Context: an optimization exercise on an open-source flow, tuned for small area, a short achievable clock period and few clock cycles per item. The choices shown serve that exercise and are no tape-out recipe.
Only simulation tests tie the RTL to the original design; equivalence was not proved.
Power figures rest on the tool's default switching activity, not on a simulated workload.

==> inputs of 10-16 <==
// execTop
module execTop (
	input logic clk,
	input logic rst,
	input logic start,
	input logic [2:0] op,  
	input logic [31:0] opA,
	input logic [31:0] opB,
	output logic [31:0] result,
	output logic neq,
	output logic lt,
	output logic done,
	output logic busy
);
	execPkg::word_t latA;
	execPkg::word_t latB;
	logic [2:0] latOp;
	logic [execPkg::mulDigits-1:0] digOne;
	logic [execPkg::mulDigits-1:0] digTwo;
	logic [execPkg::mulDigits-1:0] digNeg;
	execPkg::word_t aluSum;
	execPkg::word_t aluCarry;
	logic aluCin;
	logic aluNeq;
	logic aluLt;
	execPkg::word_t nextSum;
	execPkg::word_t nextCarry;
	execPkg::word_t accSum;
	execPkg::word_t accCarry;
	logic firstStep;
	execControl control (
		.clk(clk),
		.rst(rst),
		.start(start),
		.op(op),
		.opA(opA),
		.opB(opB),
		.latA(latA),
		.latB(latB),
		.latOp(latOp),
		.digOne(digOne),
		.digTwo(digTwo),
		.digNeg(digNeg),
		.aluSum(aluSum),
		.aluCarry(aluCarry),
		.aluCin(aluCin),
		.aluNeq(aluNeq),
		.aluLt(aluLt),
		.nextSum(nextSum),
		.nextCarry(nextCarry),
		.accSum(accSum),
		.accCarry(accCarry),
		.firstStep(firstStep),
		.result(result),
		.neq(neq),
		.lt(lt),
		.done(done),
		.busy(busy)
	);
	aluUnit alu (
		.opA(latA),
		.opB(latB),
		.op(latOp),
		.aluSum(aluSum),
		.aluCarry(aluCarry),
		.aluCin(aluCin),
		.aluNeq(aluNeq),
		.aluLt(aluLt)
	);
	mulUnit mul (
		.mcand(latA),
		.digOne(digOne),
		.digTwo(digTwo),
		.digNeg(digNeg),
		.accSum(firstStep ? '0 : accSum),
		.accCarry(firstStep ? '0 : accCarry),
		.nextSum(nextSum),
		.nextCarry(nextCarry)
	);
endmodule
clock: 6.0 ns
lec_check: 0
abc_area: 1
cap_margin: 20
core_margin: 2
core_utilization: 40
cts_buf_list: sky130_fd_sc_hd__clkbuf_4 sky130_fd_sc_hd__clkbuf_8
setup_slack_margin: 3.0
slew_margin: 20
run.sh (not shown) runs the stock make flow with config.mk's settings and CLKGATE_MAP_FILE= SYNTH_SCRIPT=/design/flow/synth_recipe.tcl, a recipe that flattens the netlist after the stock synthesis.
==> 11-06: changes against 10-16 <==
--- a/flow/design.v
+++ b/flow/design.v
@@ -18,48 +18,30 @@
 `default_nettype wire
 `default_nettype none
 module aluUnit (
 	input execPkg::word_t opA,
 	input execPkg::word_t opB,
 	input logic [2:0] op,
+	input execPkg::word_t cmpA,  
+	input execPkg::word_t cmpB,
 	output execPkg::word_t aluSum,  
 	output execPkg::word_t aluCarry,  
 	output logic aluCin,  
 	output logic aluNeq,
 	output logic aluLt
 );
 	localparam int W = execPkg::dataWidth;
 	logic [execPkg::shiftWidth-1:0] shAmt;
-	logic shLeft;
-	execPkg::word_t shIn;
-	execPkg::word_t shOut;
-	logic shFill;
 	execPkg::word_t shStage [execPkg::shiftWidth+1];
-	execPkg::word_t shRev;
-	execPkg::word_t axb;
 	assign shAmt = opB[execPkg::shiftWidth-1:0];  
-	assign shLeft = !op[0];
-	always_comb begin
-		for (int i = 0; i < W; i++) begin
-			shIn[i] = shLeft ? opA[W-1-i] : opA[i];
-		end
-	end
-	assign shFill = !shLeft && opA[W-1];
-	assign shStage[0] = shIn;
+	assign shStage[0] = opA;
 	for (genvar i = 0; i < execPkg::shiftWidth; i++) begin : gShift
 		assign shStage[i+1] = shAmt[i]
-			? {{(2**i){shFill}}, shStage[i][W-1:2**i]}
+			? {{(2**i){opA[W-1]}}, shStage[i][W-1:2**i]}
 			: shStage[i];
 	end
-	assign shOut = shStage[execPkg::shiftWidth];
-	always_comb begin
-		for (int i = 0; i < W; i++) begin
-			shRev[i] = shLeft ? shOut[W-1-i] : shOut[i];
-		end
-	end
-	assign axb = opA ^ opB;
 	always_comb begin
 		aluCarry = '0;
 		aluCin = 1'b0;
 		case (op)
 			execPkg::opAdd: begin
 				aluSum = opA;
@@ -69,19 +51,18 @@
 				aluSum = opA;  
 				aluCarry = ~opB;
 				aluCin = 1'b1;
 			end
 			execPkg::opAnd: aluSum = opA & opB;
 			execPkg::opOr: aluSum = opA | opB;
-			execPkg::opSll: aluSum = shRev;
-			execPkg::opSra: aluSum = shRev;
+			execPkg::opSra: aluSum = shStage[execPkg::shiftWidth];
 			default: aluSum = '0;  
 		endcase
 	end
-	assign aluNeq = |axb;
-	assign aluLt = (opA[W-1] != opB[W-1]) ? opA[W-1] : (opA[W-2:0] < opB[W-2:0]);
+	assign aluNeq = (cmpA != cmpB);
+	assign aluLt = (cmpA[W-1] != cmpB[W-1]) ? cmpA[W-1] : (cmpA[W-2:0] < cmpB[W-2:0]);
 endmodule
 module addPrefix (
 	input logic [31:0] a,
 	input logic [31:0] b,
 	input logic cin,
 	output logic [31:0] sum
@@ -930,12 +911,15 @@
 	logic nextLast;
 	execPkg::word_t nextB;  
 	logic stepping;  
 	logic shift;  
 	logic shiftQ;
 	logic mulAccept;
+	logic isSll;  
+	logic capNeq;  
+	logic capLt;
 	logic nextStepping;
 	logic rowsDone;  
 	logic accCin;
 	logic rowNeq;  
 	logic rowLt;
 	execPkg::word_t sum;
@@ -943,13 +927,14 @@
 	logic [D-1:0] nextOne;
 	logic [D-1:0] nextTwo;
 	logic [D-1:0] nextNeg;
 	assign shift = shiftQ;
 	assign busy = shiftQ;
 	assign accept = start && !busy && (op != 3'd7);  
-	assign mulAccept = accept && (op == execPkg::opMul);
+	assign isSll = (op == execPkg::opSll);
+	assign mulAccept = accept && (op == execPkg::opMul || isSll);
 	assign nextStepping = mulAccept || shift;
 	always_ff @(posedge clk) begin
 		if (rst) begin
 			valid <= 1'b0;
 			firstStep <= 1'b0;
 			stepping <= 1'b0;
@@ -967,25 +952,31 @@
 	end
 	assign nextB = shift ? {{NB{latB[W-1]}}, latB[W-1:NB]} : opB;  
 	always_ff @(posedge clk) begin
 		if (shift) begin
 			latA <= latA << NB;
 		end else begin
-			latA <= opA;
+			latA <= isSll ? opA << {opB[execPkg::shiftWidth-1:3], 3'b000} : opA;
 			latOp <= op;
 		end
 		latB <= nextB;
 	end
 	assign digBits = {nextB[NB-1:0], shift && latB[NB-1]};
-	assign nextLast = (nextB[W-1:NB-1] == {(W-NB+1){nextB[W-1]}});
+	assign nextLast = (!shift && isSll) || (nextB[W-1:NB-1] == {(W-NB+1){nextB[W-1]}});
 	always_comb begin
 		for (int j = 0; j < D; j++) begin
-			nextOne[j] = digBits[2*j+1] ^ digBits[2*j];
-			nextTwo[j] = (digBits[2*j+2] && !digBits[2*j+1] && !digBits[2*j])
-				|| (!digBits[2*j+2] && digBits[2*j+1] && digBits[2*j]);
-			nextNeg[j] = digBits[2*j+2];
+			if (!shift && isSll) begin
+				nextOne[j] = (opB[2:1] == j) && !opB[0];
+				nextTwo[j] = (opB[2:1] == j) && opB[0];
+				nextNeg[j] = 1'b0;
+			end else begin
+				nextOne[j] = digBits[2*j+1] ^ digBits[2*j];
+				nextTwo[j] = (digBits[2*j+2] && !digBits[2*j+1] && !digBits[2*j])
+					|| (!digBits[2*j+2] && digBits[2*j+1] && digBits[2*j]);
+				nextNeg[j] = digBits[2*j+2];
+			end
 		end
 	end
 	always_ff @(posedge clk) begin
 		digOne <= nextOne;
 		digTwo <= nextTwo;
 		digNeg <= nextNeg;
@@ -998,15 +989,19 @@
 			accCin <= 1'b0;
 		end else begin
 			accSum <= aluSum;
 			accCarry <= aluCarry;
 			accCin <= aluCin;
 		end
+		if (accept) begin
+			capNeq <= aluNeq;
+			capLt <= aluLt;
+		end
 		if (valid) begin
-			rowNeq <= aluNeq;
-			rowLt <= aluLt;
+			rowNeq <= capNeq;
+			rowLt <= capLt;
 		end
 		result <= sum;
 		neq <= rowNeq;
 		lt <= rowLt;
 	end
 	addPrefix adder (
@@ -1077,12 +1072,14 @@
 		.busy(busy)
 	);
 	aluUnit alu (
 		.opA(latA),
 		.opB(latB),
 		.op(latOp),
+		.cmpA(opA),
+		.cmpB(opB),
 		.aluSum(aluSum),
 		.aluCarry(aluCarry),
 		.aluCin(aluCin),
 		.aluNeq(aluNeq),
 		.aluLt(aluLt)
 	);
==> qor summary <==
quantity	10-16	11-06
Max-Slew Margin vs Limit	35.7%	33.2%
Initial drt markers	1816	1715
Register fraction of the total cell area	19.7%	21.0%
Synthesized Nets	2539	2450
Post-route insts no fill	2838	2772
Required time worst endpoint	6.44 ns	6.43 ns
Fill cell instance count of the final layout	4126	4099
Buffering stage count on the worst path with inverters included	1	2
Seq/Total Area, Yosys	22.2%	23.6%
Setup slack of the worst register-to-register path	3.05 ns	3.00 ns
Count of flip-flops with a built-in enable after synthesis	5	7
Compound-Gate Fraction of Synth Area	13.3%	14.8%
WL final	64300 um	59600 um
Period utilization	49.2%	49.9%
Clk pwr share	16.4%	15.2%
Vias per inst	5.75	5.65
Storage cell area	3800 um2	3890 um2
Pre-Repair DR Iteration Count	8	5
Max VDD drop	0.000143 V	0.000172 V
Reg power frac	29.7%	28.3%
Biggest cell delay along the critical path	0.62 ns	0.50 ns
Status	no timing/DRC/antenna violations	no timing/DRC/antenna violations
Sequential power	0.00161 W	0.00170 W
Starting Density	40.7%	40.7%
Testbench counts of 10-16, summed over its fixed seeds: cycles 15,655, ops 12,000.
Testbench counts of 11-06, summed over its fixed seeds: cycles 15,655, ops 12,000.

==> port drivers added, routing unchanged <==
Ports are ideal in the flow. The routed layouts listed here were re-timed in OpenROAD.
Step 1 (the two cells are an assumption about what drives the block):
set clk [get_ports {clk}]
set_driving_cell -lib_cell sky130_fd_sc_hd__clkbuf_16 $clk
set_driving_cell -lib_cell sky130_fd_sc_hd__buf_2 [delete_from_list [all_inputs] $clk]
Step 2 times the ports against the registers' clock, not the clock port: input delays grow and output delays shrink by t, the midpoint of the rising clock arrivals with the driver on.
Slacks: ideal / step 1 / step 2; pairs: ideal / step 1.
run | t, ns | setup WS [ns] | worst setup path after step 2 | slew at the worst register clock pin (ns) | worst slew at a driven data input, ns
10-16 | 0.590 | 3.051 / 3.024 / 2.607 | input to register | 0.11 / 0.11 | 0.04
11-06 | 0.583 | 3.005 / 3.005 / 2.608 | input to register | 0.12 / 0.12 | 0.04
After both steps setup and hold are still met in every run listed. The setup slack of 10-16, which loses most, moves by -0.027 ns with the drivers and by -0.444 ns with both steps.
